From an optimization exercise on the open Yosys and OpenROAD flow, aimed at small area; shortcuts taken in it are not production practice.
The RTL was checked by simulation tests, not by an equivalence proof against the original design.

old:
==> flow/design.v (excerpt) <==
module mod_reduce_top (
  input  logic         clk,
  input  logic         rst,
  input  logic [199:0] operand,
  input  logic         operand_valid,
  output logic [10:0]  residue_a,
  output logic [10:0]  residue_b,
  output logic         residue_valid,
  output logic [19:0]  result,
  output logic         result_valid
);
  logic l1_s0;
  logic l1_c1;
  logic l1_s2;
  logic l1_c3;
  logic l1_s4;
  logic l1_c5;
  logic l1_s6;
  logic l1_c7;
  logic l1_s8;
  logic l1_c9;
  logic l1_s10;
  logic l1_c11;
  logic l1_s12;
  logic l1_c13;
  logic l1_s14;
  logic l1_c15;
  logic l1_s16;
  logic l1_c17;
  logic l1_s18;
  logic l1_c19;
  logic l1_s20;
  logic l1_c21;
  logic l1_s22;
  logic l1_c23;
  logic l1_s24;
  logic l1_c25;
  logic l1_s26;
  logic l1_c27;
  logic l1_s28;
  logic l1_c29;
  logic l1_s30;
  logic l1_c31;
  logic l1_s32;
  logic l1_c33;
  logic l1_s34;
  logic l1_c35;
  logic l1_s36;
  logic l1_c37;
  logic l1_s38;
  logic l1_c39;
  logic l1_s40;
  logic l1_c41;
  logic l1_s42;
  logic l1_c43;
  logic l1_s44;
  logic l1_c45;
  logic l1_s46;
  logic l1_c47;
  logic l1_s48;
  logic l1_c49;
  logic l1_s50;
  logic l1_c51;
  logic l1_n52;
  logic l1_s53;
  logic l1_c54;
  logic l1_s55;
  logic l1_c56;
  logic l1_s57;
  logic l1_c58;
  logic l1_s59;
  logic l1_c60;
  logic l1_s61;
  logic l1_c62;
  logic l1_s63;
  logic l1_c64;
  logic l1_s65;
  logic l1_c66;
  logic l1_s67;
  logic l1_c68;
  logic l1_s69;
  logic l1_c70;
  logic l1_s71;
  logic l1_c72;
  logic l1_s73;
  ...
Size: about 1,700 cells after synthesis, ~95 flip-flops, roughly 250 I/O pins, ~24,000 sq um of cells after synthesis.
export LEC_CHECK = 0
export CAP_MARGIN = 20
export CORE_MARGIN = 2
export CORE_UTILIZATION = 65
export GPL_TIMING_DRIVEN = 0
export SLEW_MARGIN = 20
export SYNTH_HIERARCHICAL = 1
create_clock -name core_clock -period 9.0 [get_ports {clk}]
run.sh (not shown) runs the stock make flow with config.mk's settings and CLKGATE_MAP_FILE= SYNTH_SCRIPT=/design/flow/synth_recipe.tcl, a recipe that flattens the netlist after the stock synthesis.
diff inputs: old => new
==> flow/flow/run.sh (new file) <==
#!/bin/bash
# Standard layout, with plain buf_1 cells as the input and output port buffers.
set -euo pipefail
export BUFFER_PORTS_ARGS="-buffer_cell sky130_fd_sc_hd__buf_1"
bash standard.sh > standard_flow.log 2>&1
==> flow/standard.sh (new file) <==
#!/bin/bash
# synth_recipe.tcl (not shown) runs the flow's synth.tcl, then flattens the netlist and writes it again
# the make line also repeats each setting of config.mk as NAME=value (left out here)
make -C /OpenROAD-flow-scripts/flow DESIGN_CONFIG=/design/flow/config.mk WORK_HOME=/design/flow/orfs CLKGATE_MAP_FILE= SYNTH_SCRIPT=/design/flow/synth_recipe.tcl "${@:-finish}"
removed: flow/run.sh
==> summary.txt <==
- Going from old to new, worst clock skew on the final layout grows by 6.5 ps.
- Of the two values seen for highest routing layer actually used, met5 was produced by new and met4 by old.
- Compared with old, in new number of non-clock buffers went down; post-detailed-routing wire length went down 5.5%; core utilization decreased by 4.5 points relative to the old numbers.
- new reports its capturing instance or port of the critical path as s1_q[46] while old reports s1_q[32].

11-11:
mod_reduce_top, a different RTL version from the one above (not shown whole).
Size: ~96 flip-flops, about 250 I/O pins, ~0.024 sq mm of cells after synthesis.
## mod_reduce_top
module mod_reduce_top (
  input  logic         clk,
  input  logic         rst,
  input  logic [199:0] operand,
  input  logic         operand_valid,
  output logic [10:0]  residue_a,
  output logic [10:0]  residue_b,
  output logic         residue_valid,
  output logic [19:0]  result,
  output logic         result_valid
);
export LEC_CHECK = 0
export CAP_MARGIN = 20
export CORE_MARGIN = 2
export CORE_UTILIZATION = 65
export CTS_BUF_LIST = sky130_fd_sc_hd__clkbuf_8
export CTS_CLUSTER_SIZE = 20
export GPL_TIMING_DRIVEN = 0
export SLEW_MARGIN = 20
export SYNTH_HIERARCHICAL = 1
create_clock -name core_clock -period 9.0 [get_ports {clk}]
standard.sh (not shown) runs the stock make flow with config.mk's settings and CLKGATE_MAP_FILE= SYNTH_SCRIPT=/design/flow/synth_recipe.tcl, a recipe that flattens the netlist after the stock synthesis.
==> flow/flow/run.sh <==
#!/bin/bash
# Standard layout, with plain buf_1 cells as the input and output port buffers.
set -euo pipefail
export BUFFER_PORTS_ARGS="-buffer_cell sky130_fd_sc_hd__buf_1"
bash standard.sh > standard_flow.log 2>&1
### 11-11 -> 09-20
# 11-11
export LEC_CHECK = 0
export CAP_MARGIN = 20
export CORE_MARGIN = 2
export CORE_UTILIZATION = 65
export CTS_BUF_LIST = sky130_fd_sc_hd__clkbuf_8
export CTS_CLUSTER_SIZE = 20
export GPL_TIMING_DRIVEN = 0
export SLEW_MARGIN = 20
export SYNTH_HIERARCHICAL = 1
create_clock -name core_clock -period 9.0 [get_ports {clk}]
# 09-20
export LEC_CHECK = 0
export CAP_MARGIN = 20
export CORE_MARGIN = 2
export CORE_UTILIZATION = 65
export GPL_TIMING_DRIVEN = 0
export SLEW_MARGIN = 20
export SYNTH_HIERARCHICAL = 1
create_clock -name core_clock -period 9.0 [get_ports {clk}]
### Flow results
On post-layout instance area, the higher figure sits with 09-20, not 11-11. 11-11 and 09-20 ended up with nearly the same first-pass GRT wire length. The proportion of layout cells with a drive suffix above 1 of 09-20 and that of 11-11 are within noise of each other. The final layout from 09-20, which completed every stage, passed the timing, DRC and antenna checks at the end of the flow. 11-11 → 09-20: via count essentially unchanged, global-route usage shows no meaningful change.

Another version of the RTL of mod_reduce_top (not shown whole).
For scale: ~1700 cells after synthesis, ~95 flip-flops, about 250 I/O pins, ~24000 um2 of cells after synthesis.
Design mod_reduce_top, start of the top module:
module mod_reduce_top (
  input  logic         clk,
  input  logic         rst,
  input  logic [199:0] operand,
  input  logic         operand_valid,
  output logic [10:0]  residue_a,
  output logic [10:0]  residue_b,
  output logic         residue_valid,
  output logic [19:0]  result,
  output logic         result_valid
);
  logic l1_s0;
  logic l1_c1;
  logic l1_s2;
  logic l1_c3;
  logic l1_s4;
  logic l1_c5;
  logic l1_s6;
  logic l1_c7;
  logic l1_s8;
  logic l1_c9;
  logic l1_s10;
  logic l1_c11;
  logic l1_s12;
  logic l1_c13;
  logic l1_s14;
  logic l1_c15;
  logic l1_s16;
  logic l1_c17;
  logic l1_s18;
  logic l1_c19;
  logic l1_s20;
  logic l1_c21;
  logic l1_s22;
  logic l1_c23;
  logic l1_s24;
  logic l1_c25;
  logic l1_s26;
  logic l1_c27;
  logic l1_s28;
  logic l1_c29;
  logic l1_s30;
  logic l1_c31;
  logic l1_s32;
  logic l1_c33;
  logic l1_s34;
  logic l1_c35;
  logic l1_s36;
  logic l1_c37;
  logic l1_s38;
  logic l1_c39;
  logic l1_s40;
  logic l1_c41;
  logic l1_s42;
  logic l1_c43;
  logic l1_s44;
  logic l1_c45;
  logic l1_s46;
  logic l1_c47;
  logic l1_s48;
  logic l1_c49;
  logic l1_s50;
  logic l1_c51;
  logic l1_n52;
  logic l1_s53;
  logic l1_c54;
  logic l1_s55;
  logic l1_c56;
  logic l1_s57;
  logic l1_c58;
  logic l1_s59;
  logic l1_c60;
  logic l1_s61;
  logic l1_c62;
  logic l1_s63;
  logic l1_c64;
  logic l1_s65;
  logic l1_c66;
  logic l1_s67;
  logic l1_c68;
  logic l1_s69;
  logic l1_c70;
  logic l1_s71;
  logic l1_c72;
  logic l1_s73;
  logic l1_c74;
  logic l1_s75;
  logic l1_c76;
  logic l1_s77;
  logic l1_c78;
  logic l1_s79;
  logic l1_c80;
  ...
export LEC_CHECK = 0
export CAP_MARGIN = 20
export CORE_MARGIN = 2
export CORE_UTILIZATION = 65
export CTS_BUF_LIST = sky130_fd_sc_hd__clkbuf_4 sky130_fd_sc_hd__clkbuf_8
export CTS_CLUSTER_SIZE = 16
export GPL_TIMING_DRIVEN = 0
export SLEW_MARGIN = 20
export SYNTH_HIERARCHICAL = 1
create_clock -name core_clock -period 9.0 [get_ports {clk}]
Scripts as last shown in full above: flow/flow/run.sh
Change:
- CTS_BUF_LIST: sky130_fd_sc_hd__clkbuf_4 sky130_fd_sc_hd__clkbuf_8 -> sky130_fd_sc_hd__clkbuf_8
- CTS_CLUSTER_SIZE: 16 -> 32
Result:
- The changed run finished clean
- design area stays the same
- routed wire length is unchanged
- utilization does not change
- die area is unchanged
- clock-buffer cell count is unchanged
- synthesized cell count stays the same
- first-iteration DRC count stays the same
- global-route usage is unchanged

[what the ideal ports hide]
In the flow no input, the clock included, has a driving cell. The finished layouts below were timed again as built, in two steps.
Step 1 (the two cells are an assumption about what drives the block):
set clk [get_ports {clk}]
set_driving_cell -lib_cell sky130_fd_sc_hd__clkbuf_16 $clk
set_driving_cell -lib_cell sky130_fd_sc_hd__buf_2 [delete_from_list [all_inputs] $clk]
Step 2 also shifts input and output timing later by t, the mid clock arrival at the registers, as if the neighbouring blocks saw the same clock.
Slacks: ideal / step 1 / step 2; pairs: ideal / step 1.
run	t (ns)	setup slack, ns	hold slack, ns	slew at the worst register clock pin (ns)	pins driven straight from the clock port
old	0.407	0.131 / 0.145 / -0.263	0.454 / 0.454 / 0.454	0.07 / 0.07	1
new	0.413	0.309 / 0.337 / -0.076	0.458 / 0.458 / 0.458	0.08 / 0.08	1
11-11	0.434	0.283 / 0.295 / -0.139	0.463 / 0.463 / 0.463	0.11 / 0.11	1
09-20	0.406	0.250 / 0.269 / -0.137	0.458 / 0.458 / 0.458	0.08 / 0.08	1
the first run of note 3	0.432	0.191 / 0.210 / -0.223	0.447 / 0.447 / 0.447	0.11 / 0.11	1
the second run of note 3	0.432	0.191 / 0.210 / -0.223	0.447 / 0.447 / 0.447	0.11 / 0.11	1
With both steps, setup timing fails in every run listed, where it was met with ideal ports. For 11-11, which loses most, drivers alone change the setup slack by +0.012 ns; drivers and shift together by -0.422 ns.
